What follows belongs to an exercise in optimizing a design on an open flow for small area, a short achievable clock period and few clock cycles per item; a production flow would make more cautious choices. Function was checked by simulation only, so behaviour that the tests miss may differ from the original.

==> v10 <==
Design sparse_top, start of the top module:
module sparse_top #(
  parameter int LANES     = sparse_cfg_pkg::LANES_DEF,
  parameter int DATA_W    = sparse_cfg_pkg::DATA_W_DEF,
  parameter int ACC_W     = sparse_cfg_pkg::ACC_W_DEF,
  parameter int OUT_SHIFT = sparse_cfg_pkg::SHIFT_DEF
) (
  input  logic                    clk,
  input  logic                    rst_n,
  input  logic [LANES*DATA_W-1:0] weights_in,
  input  logic                    weights_valid,
  output logic                    weights_ready,
  input  logic [LANES*DATA_W-1:0] act_packed,
  input  logic [LANES-1:0]        act_mask,
  input  logic                    act_last,
  input  logic                    act_valid,
  output logic                    act_ready,
  output logic [LANES*DATA_W-1:0] out_packed,
  output logic [LANES-1:0]        out_mask,
  output logic                    out_valid,
  input  logic                    out_ready
);
  logic [LANES*DATA_W-1:0] lanes_d;
  logic [LANES*ACC_W-1:0]  acc_lanes;
  logic accept, weight_load, s1_en, acc_en, acc_clr, out_load;
  flow_controller controller (
    .clk(clk), .rst_n(rst_n),
    .weights_valid(weights_valid), .weights_ready(weights_ready),
    .act_valid(act_valid), .act_last(act_last), .act_ready(act_ready),
    .out_valid(out_valid), .out_ready(out_ready),
    .accept(accept), .weight_load(weight_load),
    .s1_en(s1_en), .acc_en(acc_en), .acc_clr(acc_clr), .out_load(out_load)
  );
  sparse_decoder #(.LANES(LANES), .DATA_W(DATA_W)) decoder (
    .act_packed(act_packed), .act_mask(act_mask), .lanes_d(lanes_d)
  );
  ...
==> module mac_lanes, before the edit <==
module mac_lanes #(
  parameter int LANES  = 4,
  parameter int DATA_W = 8,
  parameter int ACC_W  = 24
) (
  input  logic                    clk,
  input  logic [LANES*DATA_W-1:0] lanes_d,
  input  logic                    accept,
  input  logic                    weight_load,
  input  logic [LANES*DATA_W-1:0] weight_word,
  input  logic                    s1_en,
  input  logic                    acc_en,
  input  logic                    acc_clr,
  output logic [LANES*ACC_W-1:0]  acc_lanes
);
  localparam int NL = 2;
  logic [LANES*DATA_W-1:0] weight_q;
  logic [LANES*DATA_W-1:0] act_q;
  logic [NL-1:0]           lo_d  [LANES];
  logic [16:NL]            hs_d  [LANES];
  logic [16:NL]            hc_d  [LANES];
  logic [NL-1:0]           q_lo  [LANES];
  logic [16:NL]            q_hs  [LANES];
  logic [16:NL]            q_hc  [LANES];
  logic [ACC_W-1:0]        acc_q   [LANES];
  logic [ACC_W-1:0]        acc_sum [LANES];
  for (genvar i = 0; i < LANES; i++) begin : g_lane
    mul_tree mul (
      .a(act_q[i*DATA_W +: DATA_W]), .w(weight_q[i*DATA_W +: DATA_W]),
      .lo(lo_d[i]), .hi_s(hs_d[i]), .hi_c(hc_d[i])
    );
    acc_add add (
      .en(acc_en), .acc_in(acc_clr ? '0 : acc_q[i]),
      .lo(q_lo[i]), .hi_s(q_hs[i]), .hi_c(q_hc[i]), .sum(acc_sum[i])
    );
    assign acc_lanes[i*ACC_W +: ACC_W] = acc_q[i];
  end
  always_ff @(posedge clk) begin
    if (weight_load) begin
      weight_q <= weight_word;
    end
    if (accept) begin
      act_q <= lanes_d;
    end
    if (s1_en) begin
      for (int i = 0; i < LANES; i++) begin
        q_lo[i] <= lo_d[i];
        q_hs[i] <= hs_d[i];
        q_hc[i] <= hc_d[i];
      end
    end
    for (int i = 0; i < LANES; i++) begin
      acc_q[i] <= acc_sum[i];
    end
  end
endmodule
==> module acc_add, before the edit <==
module acc_add (
  input  logic        en,
  input  logic [23:0] acc_in,
  input  logic [1:0]  lo,
  input  logic [16:2] hi_s,
  input  logic [16:2] hi_c,
  output logic [23:0] sum
);
  logic s1;
  logic c2;
  logic s3;
  logic c4;
  logic s5;
  logic c6;
  logic s7;
  logic c8;
  logic s9;
  logic c10;
  logic s11;
  logic c12;
  logic s13;
  logic c14;
  logic s15;
  logic c16;
  logic s17;
  logic c18;
  logic s19;
  logic c20;
  logic s21;
  logic c22;
  logic s23;
  logic c24;
  logic s25;
  logic c26;
  logic s27;
  logic c28;
  logic s29;
  logic c30;
  logic [23:0] row_a, row_b;
  logic [7:0]  hi_dec;
  logic [1:0]  glo;
  logic [16:2] ghs, ghc;
  assign glo = lo & {2{en}};
  assign ghs = hi_s & {15{en}};
  assign ghc = hi_c & {15{en}};
  assign hi_dec = acc_in[23:16] - {7'd0, en};
  assign s1 = acc_in[2] ^ ghs[2];
  assign c2 = acc_in[2] & ghs[2];
  assign s3 = acc_in[3] ^ ghs[3] ^ ghc[3];
  assign c4 = (acc_in[3] & ghs[3]) | (acc_in[3] & ghc[3]) | (ghs[3] & ghc[3]);
  assign s5 = acc_in[4] ^ ghs[4] ^ ghc[4];
  assign c6 = (acc_in[4] & ghs[4]) | (acc_in[4] & ghc[4]) | (ghs[4] & ghc[4]);
  assign s7 = acc_in[5] ^ ghs[5] ^ ghc[5];
  assign c8 = (acc_in[5] & ghs[5]) | (acc_in[5] & ghc[5]) | (ghs[5] & ghc[5]);
  assign s9 = acc_in[6] ^ ghs[6] ^ ghc[6];
  assign c10 = (acc_in[6] & ghs[6]) | (acc_in[6] & ghc[6]) | (ghs[6] & ghc[6]);
  assign s11 = acc_in[7] ^ ghs[7] ^ ghc[7];
  assign c12 = (acc_in[7] & ghs[7]) | (acc_in[7] & ghc[7]) | (ghs[7] & ghc[7]);
  assign s13 = acc_in[8] ^ ghs[8] ^ ghc[8];
  assign c14 = (acc_in[8] & ghs[8]) | (acc_in[8] & ghc[8]) | (ghs[8] & ghc[8]);
  assign s15 = acc_in[9] ^ ghs[9] ^ ghc[9];
  assign c16 = (acc_in[9] & ghs[9]) | (acc_in[9] & ghc[9]) | (ghs[9] & ghc[9]);
  assign s17 = acc_in[10] ^ ghs[10] ^ ghc[10];
  assign c18 = (acc_in[10] & ghs[10]) | (acc_in[10] & ghc[10]) | (ghs[10] & ghc[10]);
  assign s19 = acc_in[11] ^ ghs[11] ^ ghc[11];
  assign c20 = (acc_in[11] & ghs[11]) | (acc_in[11] & ghc[11]) | (ghs[11] & ghc[11]);
  assign s21 = acc_in[12] ^ ghs[12] ^ ghc[12];
  assign c22 = (acc_in[12] & ghs[12]) | (acc_in[12] & ghc[12]) | (ghs[12] & ghc[12]);
  assign s23 = acc_in[13] ^ ghs[13] ^ ghc[13];
  assign c24 = (acc_in[13] & ghs[13]) | (acc_in[13] & ghc[13]) | (ghs[13] & ghc[13]);
  assign s25 = acc_in[14] ^ ghs[14] ^ ghc[14];
  assign c26 = (acc_in[14] & ghs[14]) | (acc_in[14] & ghc[14]) | (ghs[14] & ghc[14]);
  assign s27 = acc_in[15] ^ ghs[15] ^ ghc[15];
  assign c28 = (acc_in[15] & ghs[15]) | (acc_in[15] & ghc[15]) | (ghs[15] & ghc[15]);
  assign s29 = hi_dec[0] ^ ghs[16] ^ ghc[16];
  assign c30 = (hi_dec[0] & ghs[16]) | (hi_dec[0] & ghc[16]) | (ghs[16] & ghc[16]);
  assign row_a = {hi_dec[7], hi_dec[6], hi_dec[5], hi_dec[4], hi_dec[3], hi_dec[2], hi_dec[1], c28, c26, c24, c22, c20, c18, c16, c14, c12, c10, c8, c6, c4, c2, ghc[2], acc_in[1], acc_in[0]};
  assign row_b = {1'b0, 1'b0, 1'b0, 1'b0, 1'b0, 1'b0, c30, s29, s27, s25, s23, s21, s19, s17, s15, s13, s11, s9, s7, s5, s3, s1, glo[1], glo[0]};
  assign sum = row_a + row_b;
endmodule
Settings: LEC_CHECK=0, ABC_AREA=1, CAP_MARGIN=20, CORE_MARGIN=2, CORE_UTILIZATION=50, CTS_CLUSTER_DIAMETER=250, CTS_CLUSTER_SIZE=25, PLACE_DENSITY=0.75, SETUP_SLACK_MARGIN=4, SLEW_MARGIN=20; clock period 7.0 ns.
run.sh (not shown) runs the stock make flow with config.mk's settings and CLKGATE_MAP_FILE= SYNTH_SCRIPT=/design/flow/synth_recipe.tcl, a recipe that flattens the netlist after the stock synthesis.
==> v16: changes against v10 <==
--- a/flow/design.v
+++ b/flow/design.v
@@ -75,5 +75,5 @@
     );
     acc_add add (
-      .en(acc_en), .acc_in(acc_clr ? '0 : acc_q[i]),
+      .acc_in(acc_clr ? '0 : acc_q[i]),
       .lo(q_lo[i]), .hi_s(q_hs[i]), .hi_c(q_hc[i]), .sum(acc_sum[i])
     );
@@ -94,6 +94,8 @@
       end
     end
-    for (int i = 0; i < LANES; i++) begin
-      acc_q[i] <= acc_sum[i];
+    if (acc_en) begin
+      for (int i = 0; i < LANES; i++) begin
+        acc_q[i] <= acc_sum[i];
+      end
     end
   end
@@ -343,5 +345,4 @@
 endmodule
 module acc_add (
-  input  logic        en,
   input  logic [23:0] acc_in,
   input  logic [1:0]  lo,
@@ -382,42 +383,37 @@
   logic [23:0] row_a, row_b;
   logic [7:0]  hi_dec;
-  logic [1:0]  glo;
-  logic [16:2] ghs, ghc;
-  assign glo = lo & {2{en}};
-  assign ghs = hi_s & {15{en}};
-  assign ghc = hi_c & {15{en}};
-  assign hi_dec = acc_in[23:16] - {7'd0, en};
-  assign s1 = acc_in[2] ^ ghs[2];
-  assign c2 = acc_in[2] & ghs[2];
-  assign s3 = acc_in[3] ^ ghs[3] ^ ghc[3];
-  assign c4 = (acc_in[3] & ghs[3]) | (acc_in[3] & ghc[3]) | (ghs[3] & ghc[3]);
-  assign s5 = acc_in[4] ^ ghs[4] ^ ghc[4];
-  assign c6 = (acc_in[4] & ghs[4]) | (acc_in[4] & ghc[4]) | (ghs[4] & ghc[4]);
-  assign s7 = acc_in[5] ^ ghs[5] ^ ghc[5];
-  assign c8 = (acc_in[5] & ghs[5]) | (acc_in[5] & ghc[5]) | (ghs[5] & ghc[5]);
-  assign s9 = acc_in[6] ^ ghs[6] ^ ghc[6];
-  assign c10 = (acc_in[6] & ghs[6]) | (acc_in[6] & ghc[6]) | (ghs[6] & ghc[6]);
-  assign s11 = acc_in[7] ^ ghs[7] ^ ghc[7];
-  assign c12 = (acc_in[7] & ghs[7]) | (acc_in[7] & ghc[7]) | (ghs[7] & ghc[7]);
-  assign s13 = acc_in[8] ^ ghs[8] ^ ghc[8];
-  assign c14 = (acc_in[8] & ghs[8]) | (acc_in[8] & ghc[8]) | (ghs[8] & ghc[8]);
-  assign s15 = acc_in[9] ^ ghs[9] ^ ghc[9];
-  assign c16 = (acc_in[9] & ghs[9]) | (acc_in[9] & ghc[9]) | (ghs[9] & ghc[9]);
-  assign s17 = acc_in[10] ^ ghs[10] ^ ghc[10];
-  assign c18 = (acc_in[10] & ghs[10]) | (acc_in[10] & ghc[10]) | (ghs[10] & ghc[10]);
-  assign s19 = acc_in[11] ^ ghs[11] ^ ghc[11];
-  assign c20 = (acc_in[11] & ghs[11]) | (acc_in[11] & ghc[11]) | (ghs[11] & ghc[11]);
-  assign s21 = acc_in[12] ^ ghs[12] ^ ghc[12];
-  assign c22 = (acc_in[12] & ghs[12]) | (acc_in[12] & ghc[12]) | (ghs[12] & ghc[12]);
-  assign s23 = acc_in[13] ^ ghs[13] ^ ghc[13];
-  assign c24 = (acc_in[13] & ghs[13]) | (acc_in[13] & ghc[13]) | (ghs[13] & ghc[13]);
-  assign s25 = acc_in[14] ^ ghs[14] ^ ghc[14];
-  assign c26 = (acc_in[14] & ghs[14]) | (acc_in[14] & ghc[14]) | (ghs[14] & ghc[14]);
-  assign s27 = acc_in[15] ^ ghs[15] ^ ghc[15];
-  assign c28 = (acc_in[15] & ghs[15]) | (acc_in[15] & ghc[15]) | (ghs[15] & ghc[15]);
-  assign s29 = hi_dec[0] ^ ghs[16] ^ ghc[16];
-  assign c30 = (hi_dec[0] & ghs[16]) | (hi_dec[0] & ghc[16]) | (ghs[16] & ghc[16]);
-  assign row_a = {hi_dec[7], hi_dec[6], hi_dec[5], hi_dec[4], hi_dec[3], hi_dec[2], hi_dec[1], c28, c26, c24, c22, c20, c18, c16, c14, c12, c10, c8, c6, c4, c2, ghc[2], acc_in[1], acc_in[0]};
-  assign row_b = {1'b0, 1'b0, 1'b0, 1'b0, 1'b0, 1'b0, c30, s29, s27, s25, s23, s21, s19, s17, s15, s13, s11, s9, s7, s5, s3, s1, glo[1], glo[0]};
+  assign hi_dec = acc_in[23:16] - 8'd1;
+  assign s1 = acc_in[2] ^ hi_s[2];
+  assign c2 = acc_in[2] & hi_s[2];
+  assign s3 = acc_in[3] ^ hi_s[3] ^ hi_c[3];
+  assign c4 = (acc_in[3] & hi_s[3]) | (acc_in[3] & hi_c[3]) | (hi_s[3] & hi_c[3]);
+  assign s5 = acc_in[4] ^ hi_s[4] ^ hi_c[4];
+  assign c6 = (acc_in[4] & hi_s[4]) | (acc_in[4] & hi_c[4]) | (hi_s[4] & hi_c[4]);
+  assign s7 = acc_in[5] ^ hi_s[5] ^ hi_c[5];
+  assign c8 = (acc_in[5] & hi_s[5]) | (acc_in[5] & hi_c[5]) | (hi_s[5] & hi_c[5]);
+  assign s9 = acc_in[6] ^ hi_s[6] ^ hi_c[6];
+  assign c10 = (acc_in[6] & hi_s[6]) | (acc_in[6] & hi_c[6]) | (hi_s[6] & hi_c[6]);
+  assign s11 = acc_in[7] ^ hi_s[7] ^ hi_c[7];
+  assign c12 = (acc_in[7] & hi_s[7]) | (acc_in[7] & hi_c[7]) | (hi_s[7] & hi_c[7]);
+  assign s13 = acc_in[8] ^ hi_s[8] ^ hi_c[8];
+  assign c14 = (acc_in[8] & hi_s[8]) | (acc_in[8] & hi_c[8]) | (hi_s[8] & hi_c[8]);
+  assign s15 = acc_in[9] ^ hi_s[9] ^ hi_c[9];
+  assign c16 = (acc_in[9] & hi_s[9]) | (acc_in[9] & hi_c[9]) | (hi_s[9] & hi_c[9]);
+  assign s17 = acc_in[10] ^ hi_s[10] ^ hi_c[10];
+  assign c18 = (acc_in[10] & hi_s[10]) | (acc_in[10] & hi_c[10]) | (hi_s[10] & hi_c[10]);
+  assign s19 = acc_in[11] ^ hi_s[11] ^ hi_c[11];
+  assign c20 = (acc_in[11] & hi_s[11]) | (acc_in[11] & hi_c[11]) | (hi_s[11] & hi_c[11]);
+  assign s21 = acc_in[12] ^ hi_s[12] ^ hi_c[12];
+  assign c22 = (acc_in[12] & hi_s[12]) | (acc_in[12] & hi_c[12]) | (hi_s[12] & hi_c[12]);
+  assign s23 = acc_in[13] ^ hi_s[13] ^ hi_c[13];
+  assign c24 = (acc_in[13] & hi_s[13]) | (acc_in[13] & hi_c[13]) | (hi_s[13] & hi_c[13]);
+  assign s25 = acc_in[14] ^ hi_s[14] ^ hi_c[14];
+  assign c26 = (acc_in[14] & hi_s[14]) | (acc_in[14] & hi_c[14]) | (hi_s[14] & hi_c[14]);
+  assign s27 = acc_in[15] ^ hi_s[15] ^ hi_c[15];
+  assign c28 = (acc_in[15] & hi_s[15]) | (acc_in[15] & hi_c[15]) | (hi_s[15] & hi_c[15]);
+  assign s29 = hi_dec[0] ^ hi_s[16] ^ hi_c[16];
+  assign c30 = (hi_dec[0] & hi_s[16]) | (hi_dec[0] & hi_c[16]) | (hi_s[16] & hi_c[16]);
+  assign row_a = {hi_dec[7], hi_dec[6], hi_dec[5], hi_dec[4], hi_dec[3], hi_dec[2], hi_dec[1], c28, c26, c24, c22, c20, c18, c16, c14, c12, c10, c8, c6, c4, c2, hi_c[2], acc_in[1], acc_in[0]};
+  assign row_b = {1'b0, 1'b0, 1'b0, 1'b0, 1'b0, 1'b0, c30, s29, s27, s25, s23, s21, s19, s17, s15, s13, s11, s9, s7, s5, s3, s1, lo[1], lo[0]};
   assign sum = row_a + row_b;
 endmodule
==> flow/config.mk (replaced) <==
export PLATFORM = sky130hd
export DESIGN_NAME = sparse_top
export DESIGN_NICKNAME = sparse_top
export VERILOG_FILES = /design/flow/design.v
export SDC_FILE = /design/flow/constraint.sdc
export NUM_CORES = 4
export LEC_CHECK = 0
export CAP_MARGIN = 20
export CORE_MARGIN = 2
export CORE_UTILIZATION = 40
export SETUP_SLACK_MARGIN = 4
export SLEW_MARGIN = 20
==> run summary <==
- Outcome: no timing/DRC/antenna violations
- Non-Filler Instances: 3,722
- M3 GR Usage: 0.0237
- Post-synth EDFFs: 323
- Post-synthesis mux area share: 0.0201
- Non-clk buf share: 0.0935
- Post-Syn Area per Cell: 9.62 um^2
-- figures above: v16

==> run summary <==
- Outcome: no timing/DRC/antenna violations
- Post-synth EDFFs: 227
- Post-synthesis mux area share: 0
- Setup_tns: 0 ps
- Post-Syn Area per Cell: 8.59 um^2
- Non-clk buf share: 0.0588
-- figures above: v10

Testbench counts of v10, summed over its fixed seeds: cycles 11,168, groups 2,400.
Testbench counts of v16, summed over its fixed seeds: cycles 11,168, groups 2,400.

## re-timing with driven ports
No port has a modelled driver above. Below, the same layouts with a new extraction and two added sets of constraints.
Step 1 sets driving cells, clkbuf_16 on the clock port and buf_2 on the other inputs (assumed; they add their load-dependent delay and slew).
Step 2 moves the port delays by t, midway between the first and last clock arrival at a register: inputs arrive t later, outputs are due t later. That takes back most of the time a late clock gives input paths.
Three values: ideal ports, drivers, drivers and shift; two values: the first two.
| run | shift t [ns] | slack for setup (ns) | slew at the worst register clock pin (ns) | worst data-port slew with drivers (ns) |
|---|---|---|---|---|
| v10 | 0.577 | 4.065 / 4.037 / 3.624 | 0.11 / 0.11 | 0.06 |
| v16 | 0.617 | 3.380 / 3.380 / 3.380 | 0.06 / 0.06 | 0.05 |
After both steps setup and hold are still met in every run listed. The setup slack of v10, which loses most, moves by -0.028 ns with the drivers and by -0.441 ns with both steps.
